From an optimization exercise on the open Yosys and OpenROAD flow, aimed at small area, a short achievable clock period and few clock cycles per item; shortcuts taken in it are not production practice. The RTL was checked by simulation tests, not by an equivalence proof against the original design. Power and IR drop assume default switching activity.

===== flow/constraint.sdc =====
create_clock -name core_clock -period 10.0 [get_ports {clk_in}]
set_input_delay 2.0000 -clock core_clock [delete_from_list [all_inputs] [get_ports {clk_in}]]
set_output_delay 2.0000 -clock core_clock [all_outputs]
set_load 0.01 [all_outputs]

===== flow/run.sh =====
#!/bin/bash
# synth_recipe.tcl (not shown) runs the flow's synth.tcl, then flattens the netlist and writes it again
# the make line also repeats each setting of config.mk as NAME=value (left out here)
make -C /OpenROAD-flow-scripts/flow DESIGN_CONFIG=/design/flow/config.mk WORK_HOME=/design/flow/orfs CLKGATE_MAP_FILE= SYNTH_SCRIPT=/design/flow/synth_recipe.tcl finish

===== flow/design.v =====
package gaussian_pyramid_pkg;
  localparam int NORM_SHIFT = 4;
endpackage
import gaussian_pyramid_pkg::*;
module blur_free
#(
  parameter int W = 64,
  parameter int BIT_DEPTH = 8
) (
  input  logic                 clk,
  input  logic [BIT_DEPTH-1:0] in_pixel,
  input  logic                 border,
  output logic [BIT_DEPTH-1:0] out_pixel,
  output logic [BIT_DEPTH-1:0] out_centre
);
  localparam int VW = BIT_DEPTH + 2;
  localparam int SW = BIT_DEPTH + 4;
  logic [W-1:0][BIT_DEPTH-1:0] sra, srb;
  logic [VW-1:0] va, vb, vc;
  logic [BIT_DEPTH-1:0] ca, cb;
  logic [SW-1:0] h;
  assign h = SW'(vc) + (SW'(vb) << 1) + SW'(va);
  always_ff @(posedge clk) begin
    sra <= {sra[W-2:0], in_pixel};
    srb <= {srb[W-2:0], sra[W-1]};
    va <= VW'(srb[W-1]) + (VW'(sra[W-1]) << 1) + VW'(in_pixel);
    vb <= va;
    vc <= vb;
    ca <= sra[W-1];
    cb <= ca;
    out_pixel <= border ? cb : h[SW-1:NORM_SHIFT];
    out_centre <= cb;
  end
endmodule
module line_ring
#(
  parameter int L = 64,
  parameter int BIT_DEPTH = 8
) (
  input  logic                 clk,
  input  logic                 we0,
  input  logic [BIT_DEPTH-1:0] d0,
  input  logic                 we1,
  input  logic [BIT_DEPTH-1:0] d1,
  output logic [BIT_DEPTH-1:0] q1,
  output logic [BIT_DEPTH-1:0] q2
);
  logic [L-1:0][BIT_DEPTH-1:0] s;
  assign q1 = s[L-1];
  assign q2 = s[L-2];
  always_ff @(posedge clk)
    s <= {s[L-2:0], we0 ? d0 : we1 ? d1 : s[L-1]};
endmodule
module blur_ring
#(
  parameter int W = 32,
  parameter int H = 32,
  parameter int BIT_DEPTH = 8
) (
  input  logic                       clk,
  input  logic                       rst_n,
  input  logic                       clr,
  input  logic                       ev,
  input  logic [BIT_DEPTH-1:0]       in_pixel,
  input  logic [BIT_DEPTH-1:0]       ring_q1,
  input  logic [BIT_DEPTH-1:0]       ring_q2,
  output logic                       ring_we,
  output logic [BIT_DEPTH-1:0]       ring_d,
  output logic                       out_valid,
  output logic                       out_keep,
  output logic [$clog2(W*H)-1:0]     out_addr,
  output logic [BIT_DEPTH-1:0]       out_pixel,
  output logic [BIT_DEPTH-1:0]       out_centre
);
  localparam int AW = $clog2(W * H);
  localparam int LW = $clog2(W);
  localparam int KW = $clog2(W + 2);
  localparam int VW = BIT_DEPTH + 2;
  localparam int SW = BIT_DEPTH + 4;
  logic [KW-1:0] k;
  logic [VW-1:0] va, vb, vc;
  logic [BIT_DEPTH-1:0] ca, cb;
  logic [SW-1:0] h;
  logic ev_d, emit, emit_d, border;
  logic [AW-1:0] nidx;
  assign emit = ev && k == KW'(W + 1);
  assign h = SW'(vc) + (SW'(vb) << 1) + SW'(va);
  assign nidx = out_addr + 1'b1;
  assign border = nidx[AW-1:LW] == '0 || &nidx[AW-1:LW] || nidx[LW-1:0] == '0 || &nidx[LW-1:0];
  assign ring_we = ev || ev_d;
  assign ring_d = ev ? in_pixel : ca;
  always_ff @(posedge clk) begin
    if (ev) begin
      va <= VW'(ring_q2) + (VW'(ring_q1) << 1) + VW'(in_pixel);
      vb <= va;
      vc <= vb;
      ca <= ring_q1;
      cb <= ca;
    end
    if (emit_d) begin
      out_pixel <= border ? cb : h[SW-1:NORM_SHIFT];
      out_centre <= cb;
    end
  end
  always_ff @(posedge clk or negedge rst_n) begin
    if (!rst_n) begin
      k <= '0;
      ev_d <= 1'b0;
      emit_d <= 1'b0;
      out_valid <= 1'b0;
      out_keep <= 1'b0;
      out_addr <= '1;
    end else begin
      k <= clr ? '0 : (ev && k != KW'(W + 1)) ? k + 1'b1 : k;
      ev_d <= ev && !clr;
      emit_d <= emit && !clr;
      out_valid <= emit_d;
      out_keep <= emit_d && !nidx[LW] && !nidx[0];
      out_addr <= clr ? '1 : emit_d ? nidx : out_addr;
    end
  end
endmodule
import gaussian_pyramid_pkg::*;
module gaussian_pyramid_core
#(
  parameter int BIT_DEPTH = 8,
  parameter int TOP_WIDTH = 64,
  parameter int TOP_HEIGHT = 64,
  parameter int READ_LATENCY = 2,
  localparam int A1 = $clog2(TOP_WIDTH * TOP_HEIGHT),
  localparam int A2 = $clog2((TOP_WIDTH >> 1) * (TOP_HEIGHT >> 1)),
  localparam int A3 = $clog2((TOP_WIDTH >> 2) * (TOP_HEIGHT >> 2))
) (
  input  logic                 clk_in,
  input  logic                 rst_in,
  input  logic                 start_in,
  output logic [A1-1:0]        ext_read_addr,
  output logic                 ext_read_addr_valid,
  input  logic [BIT_DEPTH-1:0] ext_pixel_in,
  output logic [A1-1:0]        O1L1_write_addr, O1L2_write_addr, O1L3_write_addr,
  output logic                 O1L1_write_valid, O1L2_write_valid, O1L3_write_valid,
  output logic [BIT_DEPTH-1:0] O1L1_pixel_out, O1L2_pixel_out, O1L3_pixel_out,
  output logic [A2-1:0]        O2L1_write_addr, O2L2_write_addr, O2L3_write_addr,
  output logic                 O2L1_write_valid, O2L2_write_valid, O2L3_write_valid,
  output logic [BIT_DEPTH-1:0] O2L1_pixel_out, O2L2_pixel_out, O2L3_pixel_out,
  output logic [A3-1:0]        O3L1_write_addr, O3L2_write_addr, O3L3_write_addr,
  output logic                 O3L1_write_valid, O3L2_write_valid, O3L3_write_valid,
  output logic [BIT_DEPTH-1:0] O3L1_pixel_out, O3L2_pixel_out, O3L3_pixel_out,
  output logic                 pyramid_done
);
  localparam int W2 = TOP_WIDTH >> 1;
  localparam int H2 = TOP_HEIGHT >> 1;
  localparam int W3 = TOP_WIDTH >> 2;
  localparam int H3 = TOP_HEIGHT >> 2;
  localparam int LW1 = $clog2(TOP_WIDTH);
  localparam int LW2 = $clog2(W2);
  localparam int LW3 = $clog2(W3);
  localparam int N1 = TOP_WIDTH * TOP_HEIGHT;
  localparam int CW = A1 + 1;
  localparam int LAT1 = READ_LATENCY + 1 + TOP_WIDTH + 2;
  localparam int LAT2 = LAT1 + TOP_WIDTH + 3;
  localparam int DONE_AT = N1 + 144;
  localparam int FL21 = N1 - 64;
  localparam int FL22 = N1 + 4;
  localparam int FL31 = N1 + 8;
  localparam int FL32 = N1 + 78;
  logic start_r, busy;
  logic [READ_LATENCY:0] vld_dly;
  logic [BIT_DEPTH-1:0] px;
  logic [CW-1:0] b1, b2;
  logic brd1, brd2, v23;
  logic [A1-1:0] a1, a23;
  always_ff @(posedge clk_in or negedge rst_in) begin
    if (!rst_in) begin
      start_r <= 1'b0;
      busy <= 1'b0;
      ext_read_addr_valid <= 1'b0;
      ext_read_addr <= '0;
      vld_dly <= '0;
      a1 <= '0;
      b1 <= '0;
      b2 <= '0;
      v23 <= 1'b0;
      O2L1_write_valid <= 1'b0;
      pyramid_done <= 1'b0;
    end else begin
      start_r <= start_in && !busy && !start_r;
      if (start_r) begin
        busy <= 1'b1;
        ext_read_addr_valid <= 1'b1;
        ext_read_addr <= '0;
        a1 <= '0;
        b1 <= CW'(-LAT1);
        b2 <= CW'(-LAT2);
      end else begin
        if (pyramid_done) busy <= 1'b0;
        if (&ext_read_addr) ext_read_addr_valid <= 1'b0;
        if (ext_read_addr_valid) ext_read_addr <= ext_read_addr + 1'b1;
        if (O1L1_write_valid) a1 <= a1 + 1'b1;
        if (busy) begin
          b1 <= b1 + 1'b1;
          b2 <= b2 + 1'b1;
        end
      end
      vld_dly <= {vld_dly[READ_LATENCY-1:0], ext_read_addr_valid};
      v23 <= busy && !b2[CW-1];
      O2L1_write_valid <= busy && !b2[CW-1] && !b2[LW1] && !b2[0];
      pyramid_done <= busy && !pyramid_done && b2 == CW'(DONE_AT);
    end
  end
  always_ff @(posedge clk_in) begin
    px <= ext_pixel_in;
    a23 <= b2[A1-1:0];
  end
  assign brd1 = b1[A1-1:LW1] == '0 || &b1[A1-1:LW1] || b1[LW1-1:0] == '0 || &b1[LW1-1:0];
  assign brd2 = b2[A1-1:LW1] == '0 || &b2[A1-1:LW1] || b2[LW1-1:0] == '0 || &b2[LW1-1:0];
  assign O1L1_write_valid = vld_dly[READ_LATENCY];
  assign O1L1_write_addr = a1;
  assign O1L1_pixel_out = px;
  logic [BIT_DEPTH-1:0] l2;
  blur_free #(.W(TOP_WIDTH), .BIT_DEPTH(BIT_DEPTH)) u_b11 (
    .clk(clk_in), .in_pixel(px), .border(brd1), .out_pixel(l2), .out_centre());
  blur_free #(.W(TOP_WIDTH), .BIT_DEPTH(BIT_DEPTH)) u_b12 (
    .clk(clk_in), .in_pixel(l2), .border(brd2), .out_pixel(O1L3_pixel_out), .out_centre(O1L2_pixel_out));
  assign O1L2_write_valid = v23;
  assign O1L3_write_valid = v23;
  assign O1L2_write_addr = a23;
  assign O1L3_write_addr = a23;
  assign O2L1_write_addr = {a23[A1-1:LW1+1], a23[LW1-1:1]};
  assign O2L1_pixel_out = O1L3_pixel_out;
  logic f21, f22, f31, f32;
  logic ev21, ev22, ev31, ev32;
  logic o2v, o2k, o3v, o3k, O2L3_keep, O3L3_keep;
  logic [A2-1:0] o2a1;
  logic [A3-1:0] o3a1;
  logic [BIT_DEPTH-1:0] o2p1, o3p1;
  logic r21we, r22we, r31we, r32we;
  logic [BIT_DEPTH-1:0] r21d, r22d, r31d, r32d, r21q1, r21q2, r22q1, r22q2, r3q1, r3q2;
  always_ff @(posedge clk_in or negedge rst_in) begin
    if (!rst_in) begin
      f21 <= 1'b0;
      f22 <= 1'b0;
      f31 <= 1'b0;
      f32 <= 1'b0;
    end else begin
      f21 <= busy && b2 >= CW'(FL21) && b2 <= CW'(FL21 + 2 * W2) && b2[0] == FL21[0];
      f22 <= busy && b2 >= CW'(FL22) && b2 <= CW'(FL22 + 2 * W2) && b2[0] == FL22[0];
      f31 <= busy && b2 >= CW'(FL31) && b2 <= CW'(FL31 + 4 * W3) && b2[1:0] == FL31[1:0];
      f32 <= busy && b2 >= CW'(FL32) && b2 <= CW'(FL32 + 4 * W3) && b2[1:0] == FL32[1:0];
    end
  end
  assign ev21 = O2L1_write_valid || f21;
  assign ev22 = o2v || f22;
  assign ev31 = O3L1_write_valid || f31;
  assign ev32 = o3v || f32;
  line_ring #(.L(TOP_WIDTH), .BIT_DEPTH(BIT_DEPTH)) u_r21 (
    .clk(clk_in), .we0(r21we), .d0(r21d), .we1(1'b0), .d1(r21d), .q1(r21q1), .q2(r21q2));
  line_ring #(.L(TOP_WIDTH), .BIT_DEPTH(BIT_DEPTH)) u_r22 (
    .clk(clk_in), .we0(r22we), .d0(r22d), .we1(1'b0), .d1(r22d), .q1(r22q1), .q2(r22q2));
  line_ring #(.L(TOP_WIDTH), .BIT_DEPTH(BIT_DEPTH)) u_r3 (
    .clk(clk_in), .we0(r31we), .d0(r31d), .we1(r32we), .d1(r32d), .q1(r3q1), .q2(r3q2));
  blur_ring #(.W(W2), .H(H2), .BIT_DEPTH(BIT_DEPTH)) u_b21 (
    .clk(clk_in), .rst_n(rst_in), .clr(start_r), .ev(ev21), .in_pixel(O1L3_pixel_out),
    .ring_q1(r21q1), .ring_q2(r21q2), .ring_we(r21we), .ring_d(r21d),
    .out_valid(o2v), .out_keep(o2k), .out_addr(o2a1), .out_pixel(o2p1), .out_centre());
  blur_ring #(.W(W2), .H(H2), .BIT_DEPTH(BIT_DEPTH)) u_b22 (
    .clk(clk_in), .rst_n(rst_in), .clr(start_r), .ev(ev22), .in_pixel(o2p1),
    .ring_q1(r22q1), .ring_q2(r22q2), .ring_we(r22we), .ring_d(r22d),
    .out_valid(O2L3_write_valid), .out_keep(O2L3_keep), .out_addr(O2L3_write_addr),
    .out_pixel(O2L3_pixel_out), .out_centre(O2L2_pixel_out));
  assign O2L2_write_valid = O2L3_write_valid;
  assign O2L2_write_addr = O2L3_write_addr;
  assign O3L1_write_addr = {O2L3_write_addr[A2-1:LW2+1], O2L3_write_addr[LW2-1:1]};
  assign O3L1_pixel_out = O2L3_pixel_out;
  assign O3L1_write_valid = O2L3_keep;
  blur_ring #(.W(W3), .H(H3), .BIT_DEPTH(BIT_DEPTH)) u_b31 (
    .clk(clk_in), .rst_n(rst_in), .clr(start_r), .ev(ev31), .in_pixel(O2L3_pixel_out),
    .ring_q1(r3q1), .ring_q2(r3q2), .ring_we(r31we), .ring_d(r31d),
    .out_valid(o3v), .out_keep(o3k), .out_addr(o3a1), .out_pixel(o3p1), .out_centre());
  blur_ring #(.W(W3), .H(H3), .BIT_DEPTH(BIT_DEPTH)) u_b32 (
    .clk(clk_in), .rst_n(rst_in), .clr(start_r), .ev(ev32), .in_pixel(o3p1),
    .ring_q1(r3q1), .ring_q2(r3q2), .ring_we(r32we), .ring_d(r32d),
    .out_valid(O3L3_write_valid), .out_keep(O3L3_keep), .out_addr(O3L3_write_addr),
    .out_pixel(O3L3_pixel_out), .out_centre(O3L2_pixel_out));
  assign O3L2_write_valid = O3L3_write_valid;
  assign O3L2_write_addr = O3L3_write_addr;
endmodule

===== flow/config.mk =====
export PLATFORM = sky130hd
export DESIGN_NAME = gaussian_pyramid_core
export DESIGN_NICKNAME = gaussian_pyramid_core
export VERILOG_FILES = /design/flow/design.v
export SDC_FILE = /design/flow/constraint.sdc
export NUM_CORES = 4
export LEC_CHECK = 0
export CAP_MARGIN = 20
export CORE_MARGIN = 2
export CORE_UTILIZATION = 40
export SLEW_MARGIN = 20

==> flow_summary.json <==
{
  "fmax_mhz": 236.0,
  "avgViaCountPerCell": 4.008,
  "path_cells": "clkdlybuf4s50_1",
  "area_delta_synth_final_pct": 18.69,
  "post-place-cells": 8732,
  "gp_congestion": 0.7523,
  "drive_gt1_share_pct": 11.06,
  "netlist_area_um2": 94980,
  "cts_setup_buffers": 0,
  "power-per-cell-area_nw_per_um2": 292.9,
  "path_class": "reg -> out",
  "portBuffers": 195,
  "cts.path.max_buffers": 4,
  "die_w_um": 491.3,
  "synth-seq-cells": 4045,
  "fin_skew_ns": 0.08155,
  "power_leakage_uw": 0.04537,
  "finalCritPeriodShare_pct": 42.36,
  "final-seq-area_um2": 84010,
  "min_period_ns": 4.236,
  "worst_slew_pin_slew_ns": 1.020,
  "cp_num_buf_inv": 1,
  "status": "complete, no violations",
  "ff2ff_setup_slack_ns": 6.82,
  "postCtsResizedCells": 0,
  "grt_pass1_vias": 38580,
  "num_vias": 37700,
  "setup_violations": 0,
  "htreeDepth": 5,
  "crit_arrival_ns": 2.24,
  "hold_path.class": "reg -> reg",
  "setup_tns_ns": 0,
  "async_flop_share_pct": 3.288,
  "hp-start": "u_b11.sra[458]",
  "rsz0062_at_grt": "false",
  "initial_utilization_pct": 40.31,
  "cp.required_ns": 8.00,
  "synth.distinct_cells": 74,
  "hold_end": "u_b11.sra[466]",
  "cts_tree": "done",
  "clkLatencyLatePin_ns": 0.95,
  "die_h_um": 491.3,
  "row_count": 178,
  "drt_iter0_drc": 1687,
  "worst_path_max_delay_cell": "clkdlybuf4s50_1",
  "cp_max_fo": 4,
  "critPathMaxStageDelay_ns": 0.80,
  "drt_first_pass_iters": 6,
  "drc": 0,
  "wl_mm": 121.4,
  "synth_edf_count": 232,
  "dieArea_um2": 241400,
  "cts_buffers": 378,
  "whs_ns": 0.2677,
  "maxCapViolCount": 0,
  "antenna_found_initial": 3,
  "ir_drop_v": 0.0001779,
  "critical_path.endpoint_type": "primary output",
  "grt_pass1_wl_mm": 200.8,
  "dpl.hpwl_mm": 68.97,
  "final_antenna_net_count": 0,
  "multi_input_area_um2": 9728,
  "cp-start-kind": "register",
  "layout.nets": 6198,
  "r2r_cells": 13,
  "n_fill_cell": 19770,
  "wl_per_cell_um": 12.91,
  "grt_usage_pct": 10.09,
  "maxSlewViolCount": 0,
  "synthesis.nets": 5741,
  "fin_util_pct": 47.84,
  "slew_headroom_pct": 31.98,
  "hold_viol": 0,
  "hold_buffers": 0,
  "postSynthAreaPerCell_um2": 17.25,
  "critical-path-top-delay-family": "buffers and inverters",
  "grt_max_degree": 75,
  "overflow": 0,
  "worstHoldPathCells": 0,
  "rr_startpoint": "u_r3.s[504]",
  "clkTransAtPathRegs_ns": 0.06,
  "seq_area_frac_synth_pct": 88.45,
  "cts_root_buffer": "clkbuf_16",
  "syn_inst": 5505,
  "clock-sinks": 4045,
  "yosys_warnings": 5,
  "total_power_uw": 33020,
  "instances_no_fill": 9406,
  "io_pins": 196,
  "coreArea_um2": 235600,
  "ys.flop_type": "dfxtp_1",
  "r2r_end": "u_b31.va[9]"
}
cell usage in the layout (no fill, tap or decap), types with 7 or more instances in the layout:
master,count
edfxtp_1,232
mux2_4,8
clkdlybuf4s50_1,194
fa_1,89
a21oi_1,72
nor3_1,25
clkinvlp_4,10
mux2_2,22
nor2b_1,13
or3_1,16
clkbuf_16,389
mux2i_1,37
nand2_1,144
xor2_1,88
o21a_1,19
clkbuf_1,81
or2_2,9
dfrtp_1,95
o31ai_1,8
a211oi_1,20
xnor2_1,70
o21ai_0,83
and3_1,27
inv_1,116
clkbuf_8,79
nand2b_1,11
a21o_1,17
buf_4,8
nor2_1,126
inv_6,9
ha_1,136
a21boi_0,8
dfstp_2,36
clkinv_2,60
nand4_1,39
a31oi_1,7
bufinv_16,28
nand3_1,38
dfxtp_1,3680
metal layers:
metal,wire length (µm),GRT usage [%]
met4,3804,4.224
met2,51150,14.87
met5,0,0
met1,60560,14.10
met3,5928,2.592
synth_stat cells (all sizes together), types with 25 or more instances:
| master | count | area (µm²) |
|---|---|---|
| nor3 | 25 | 125.1 |
| dfstp | 36 | 945.9 |
| edfxtp | 232 | 6967 |
| mux2 | 30 | 367.9 |
| nand3 | 39 | 200.2 |
| clkbuf | 35 | 132.6 |
| and3 | 28 | 176.4 |
| buf | 91 | 655.6 |
| o21ai | 84 | 424.2 |
| nor2 | 127 | 479.2 |
| mux2i | 37 | 370.4 |
| ha | 136 | 1702 |
| dfxtp | 3680 | 73670 |
| xnor2 | 70 | 613.1 |
| nand2 | 144 | 540.5 |
| dfrtp | 97 | 2427 |
| fa | 89 | 1782 |
| inv | 117 | 439.2 |
| xor2 | 88 | 770.7 |
| nand4 | 39 | 244.0 |
| a21oi | 72 | 360.4 |
kinds of logic (layout without fill, tap and decap cells):
group	Yosys count	in the layout	share of synthesized area [%]
and+or+nand+nor	477	477	2.394
buffers and inverters	246	995	1.304
other	0	2	0
AOI/OAI and AO/OA	287	287	1.947
muxes	67	67	0.7773
DFF	4045	4045	88.45
xor gates and xnor gates	158	158	1.457
adders and majority gates	225	225	3.668
worst max path at each step:
stage,start,to,slack [ns],depth (start not counted)
detailed placement,rst_in,start_r,6.44,2
global route,u_b12.out_pixel[4],O2L1_pixel_out[4],5.64,1
finish,u_b12.out_pixel[4],O2L1_pixel_out[4],5.76,1
CTS,u_b12.out_pixel[4],O2L1_pixel_out[4],5.55,1
global placement,rst_in,start_r,6.47,2
floorplan,u_b22.vc[2],u_b22.out_pixel[6],7.20,10
layout make-up:
cell class              instances  area share (%)
multi-input cells            1214           8.629
repair buffers                203           1.786
flip-flops and latches       4045           74.53
well taps                    3150           3.496
inverters                     120          0.4007
diodes                          2        0.004440
clock buffers                 549           9.869
clock inverters               123           1.289
metrics by stage:
step                cell area, µm²  setup WS [ns]
global placement            100100          6.470
CTS                         112700          5.554
global route                112700          5.641
floorplan                    94980          7.204
finish                      112700          5.764
detailed placement          100100          6.435
power breakdown:
| group | total [µW] | internal, µW | switching [µW] |
|---|---|---|---|
| clock | 14100 | 8440 | 5620 |
| combinational | 1250 | 611 | 638 |
| sequential | 17700 | 17300 | 450 |
registers in the layout (all words and copies together), names as in the netlist, 12 cells and up:
name and flops:
a1 12, a23 12, b1 12, b2 13
ext_read_addr 12, u_b11.sra 512, u_b11.srb 512, u_b12.sra 512
u_b12.srb 512, u_r21.s 512, u_r22.s 512, u_r3.s 512
Testbench counts, summed over its fixed seeds: cycles 140,160, frames 32.

[afterwards: timing with drivers on the ports]
How much do the figures lean on ideal ports? The routed layout below was timed once more, with nothing changed but the port constraints.
Step 1, drivers: a clkbuf_16 drives clk_in and a buf_2 each remaining input, both assumed.
Step 2 times the ports against the registers' clock, not the clock port: input delays grow and output delays shrink by t, the midpoint of the rising clock arrivals with the driver on.
Slacks: ideal ports / drivers / drivers and shift; pairs: ideal ports / drivers.
shift t [ns]: 0.985
setup WS [ns]: 5.764 / 5.688 / 6.474
worst slew at a driven data input, ns: 0.08
After both steps this run still meets setup and hold. The setup slack of this run moves by -0.076 ns with the drivers and by +0.710 ns with both steps. Setup slack includes reset recovery checks.
